This is an optimization exercise on Yosys and OpenROAD, whose aim is small area, a short achievable clock period and few clock cycles per item, not a production implementation.
Function was checked by simulation only, so behaviour that the tests miss may differ from the original.

Design pipe_ex_mdu, start of the top module:
module pipe_ex_mdu #(
  parameter int XLEN  = 64,
  parameter int LANES = 2
) (
  input  logic                        clk_i,
  input  logic                        rst_ni,
  input  logic                        flush_i,
  input  logic [LANES-1:0]            req_valid_i,
  input  logic [LANES-1:0][2:0]       req_op_i,
  input  logic [LANES-1:0]            req_word32_i,
  input  logic [LANES-1:0][XLEN-1:0]  req_a_i,
  input  logic [LANES-1:0][XLEN-1:0]  req_b_i,
  output logic                        mdu_stall_o,
  output logic                        done_o,
  output logic [LANES-1:0][XLEN-1:0]  res_o
);
  localparam int TW = 74;   
  typedef enum logic [2:0] {ST_MUL, ST_MULH, ST_PREP, ST_DIV, ST_FIN, ST_ALIGN, ST_FIN1} st_t;
  function automatic logic [63:0] sext32(input logic [31:0] v);
    sext32 = {{32{v[31]}}, v};
  endfunction
  function automatic logic [2:0] booth(input logic [2:0] t);
    booth = {t[2] & ~(t[1] & t[0]),
             (t[2] & ~t[1] & ~t[0]) | (~t[2] & t[1] & t[0]),
             t[1] ^ t[0]};
  endfunction
  function automatic logic [11:0] grp_enc(input logic [63:0] v, input logic [2:0] g);
    logic [64:0] ve;
    logic [8:0]  t;
    ve = {v, 1'b0};
    t  = ve[{g, 3'b000} +: 9];
    grp_enc = {booth(t[8:6]), booth(t[6:4]), booth(t[4:2]), booth(t[2:0])};
  endfunction
  function automatic logic [6:0] bitlen(input logic [63:0] v);
    bitlen = '0;
    for (int i = 0; i < 64; i++) if (v[i]) bitlen = 7'(i + 1);
  endfunction
  ...
For scale: roughly 9600 cells after synthesis, ~400 I/O pins, ~0.074 mm² of cells after synthesis.
export LEC_CHECK = 0
export CAP_MARGIN = 30
export CORE_MARGIN = 2
export CORE_UTILIZATION = 40
export SETUP_SLACK_MARGIN = 5
export SLEW_MARGIN = 30
export TNS_END_PERCENT = 5
create_clock -name core_clock -period 10.0 [get_ports {clk_i}]
run.sh (not shown) runs the stock make flow with config.mk's settings and CLKGATE_MAP_FILE= SYNTH_SCRIPT=/design/flow/synth_recipe.tcl, a recipe that flattens the netlist after the stock synthesis.
Testbench counts at the start, summed over its fixed seeds: cycles 66,581, ops 10,683.
Change:
--- a/flow/design.v
+++ b/flow/design.v
@@ -61,19 +61,16 @@
   endfunction
   logic        ld_swp, swp_q;
   logic [11:0] ld_grp, it_grp;
   logic [2:0]  ld_idx, ld_lastg;
   logic [3:0]  ka, kb;
   logic [63:0] it_src;
   logic [2:0]  gt_a, gt_b;
   logic [63:0] m_a, m_b;
-  logic [LANES-1:0][63:0] lm_a, lm_b;
-  logic [LANES-1:0][2:0]  l_ga, l_gb, l_lastg;
-  logic [LANES-1:0]       l_swp;
   function automatic logic [2:0] top_grp(input logic [63:0] v);
     top_grp = '0;
     for (int g = 0; g < 7; g++) begin
       logic all_sign;
       all_sign = 1'b1;
       for (int j = 8*g+7; j < 63; j++) if (v[j] != v[63]) all_sign = 1'b0;
       if (!all_sign) top_grp = 3'(g + 1);
     end
@@ -106,41 +103,25 @@
     ld_bz   = (bx == 64'd0);
     ld_neg  = ld_div & (ld_op[1] ? ld_an : ((ld_an ^ ld_bn) & ~ld_bz));
     begin
       ld_la = bitlen(ld_an ? ~ax : ax) + {6'd0, ld_an};
       ld_lb = bitlen(ld_bn ? ~bx : bx);
       if (ld_bn && ld_lb == 7'd0) ld_lb = 7'd1;
       if (ld_bz) ld_la = ld_w ? 7'd31 : 7'd63;
     end
-    for (int l = 0; l < LANES; l++) begin
-      logic [2:0] lop;
-      logic       lmu, ldv, lw, lsa, lsb;
-      lop = req_op_i[l];
-      lmu = (lop == 3'b000);
-      ldv = lop[2];
-      lw  = req_word32_i[l] & (lmu | ldv);
-      lsa = (lop == 3'b001) | (lop == 3'b010) | (lop == 3'b100) | (lop == 3'b110);
-      lsb = (lop == 3'b001) | (lop == 3'b100) | (lop == 3'b110);
-      lm_a[l] = lw ? sext32(req_a_i[l][31:0]) : req_a_i[l];
-      lm_b[l] = lw ? sext32(req_b_i[l][31:0]) : req_b_i[l];
-      l_ga[l] = top_grp(lm_a[l]);
-      l_gb[l] = top_grp(lm_b[l]);
-      ka = (~lsa & req_a_i[l][63]) ? 4'd8 : {1'b0, l_ga[l]} + 4'd1;
-      kb = (~lsb & req_b_i[l][63]) ? 4'd8 : {1'b0, l_gb[l]} + 4'd1;
-      l_swp[l]   = lmu ? (l_ga[l] < l_gb[l]) : (~ldv & (ka < kb));
-      l_lastg[l] = l_swp[l] ? l_ga[l] : ((~lsb & req_b_i[l][63]) ? 3'd7 : l_gb[l]);
-    end
-    m_a    = lm_a[ld_lane];
-    m_b    = lm_b[ld_lane];
-    gt_a   = l_ga[ld_lane];
-    gt_b   = l_gb[ld_lane];
-    ld_swp = l_swp[ld_lane];
+    m_a    = ld_w ? sext32(la_raw[31:0]) : la_raw;
+    m_b    = ld_w ? sext32(lb_raw[31:0]) : lb_raw;
+    gt_a   = top_grp(m_a);
+    gt_b   = top_grp(m_b);
+    ka     = (~ld_sa & la_raw[63]) ? 4'd8 : {1'b0, gt_a} + 4'd1;
+    kb     = (~ld_sb & lb_raw[63]) ? 4'd8 : {1'b0, gt_b} + 4'd1;
+    ld_swp = ld_mul ? (gt_a < gt_b) : (~ld_div & (ka < kb));
     ld_idx = ld_swp ? gt_a : gt_b;
-    ld_lastg = l_lastg[ld_lane];
+    ld_lastg = ld_swp ? gt_a : ((~ld_sb & lb_raw[63]) ? 3'd7 : gt_b);
     ld_grp = ld_swp ? grp_enc(m_a, ld_mul ? gt_a : 3'd0) : grp_enc(m_b, ld_mul ? gt_b : 3'd0);
     it_src = swp_q ? req_a_i[lane_q] : req_b_i[lane_q];
     if (w_q) it_src = sext32(it_src[31:0]);
     it_grp = grp_enc(it_src, (st_q == ST_MUL) ? cnt_q[2:0] - 3'd1 : cnt_q[2:0] + 3'd1);
   end
   logic [TW-1:0] base, corr, mt;
   logic [3:0][TW-1:0] pp;
   function automatic logic [2*TW-1:0] csa(input logic [TW-1:0] a, input logic [TW-1:0] b, input logic [TW-1:0] c);
Outcome: The changed run ran to the end with no violations. Via count increases by about 2.3%. Routed wire length increases by 10%. Synthesized area decreases by about 2%. Fmax increases by about 0.4%.
Testbench counts after the change, summed over its fixed seeds: cycles 66,581, ops 10,683.

-- what the ideal ports hide --
No port has a modelled driver above. Below, the same layouts with a new extraction and two added sets of constraints.
Step 1 (the two cells are an assumption about what drives the block):
set clk [get_ports {clk_i}]
set_driving_cell -lib_cell sky130_fd_sc_hd__clkbuf_16 $clk
set_driving_cell -lib_cell sky130_fd_sc_hd__buf_2 [delete_from_list [all_inputs] $clk]
Step 2 also shifts input and output timing later by t, the mid clock arrival at the registers, as if the neighbouring blocks saw the same clock.
Three values: no drivers, after step 1, after step 2; two values: the first two.
| run | t (ns) | setup WS [ns] | hold slack, ns | worst setup path at the end | worst data-port slew with drivers (ns) |
|---|---|---|---|---|---|
| the first run | 0.799 | 3.534 / 3.534 / 2.996 | 0.474 / 0.474 / 0.474 | input to register | 0.12 |
| the second run | 0.783 | 3.560 / 3.560 / 2.926 | 0.482 / 0.482 / 0.482 | input to register | 0.16 |
After both steps setup and hold are still met in every run listed. The setup slack of the second run, which loses most, moves by 0.000 ns with the drivers and by -0.634 ns with both steps.
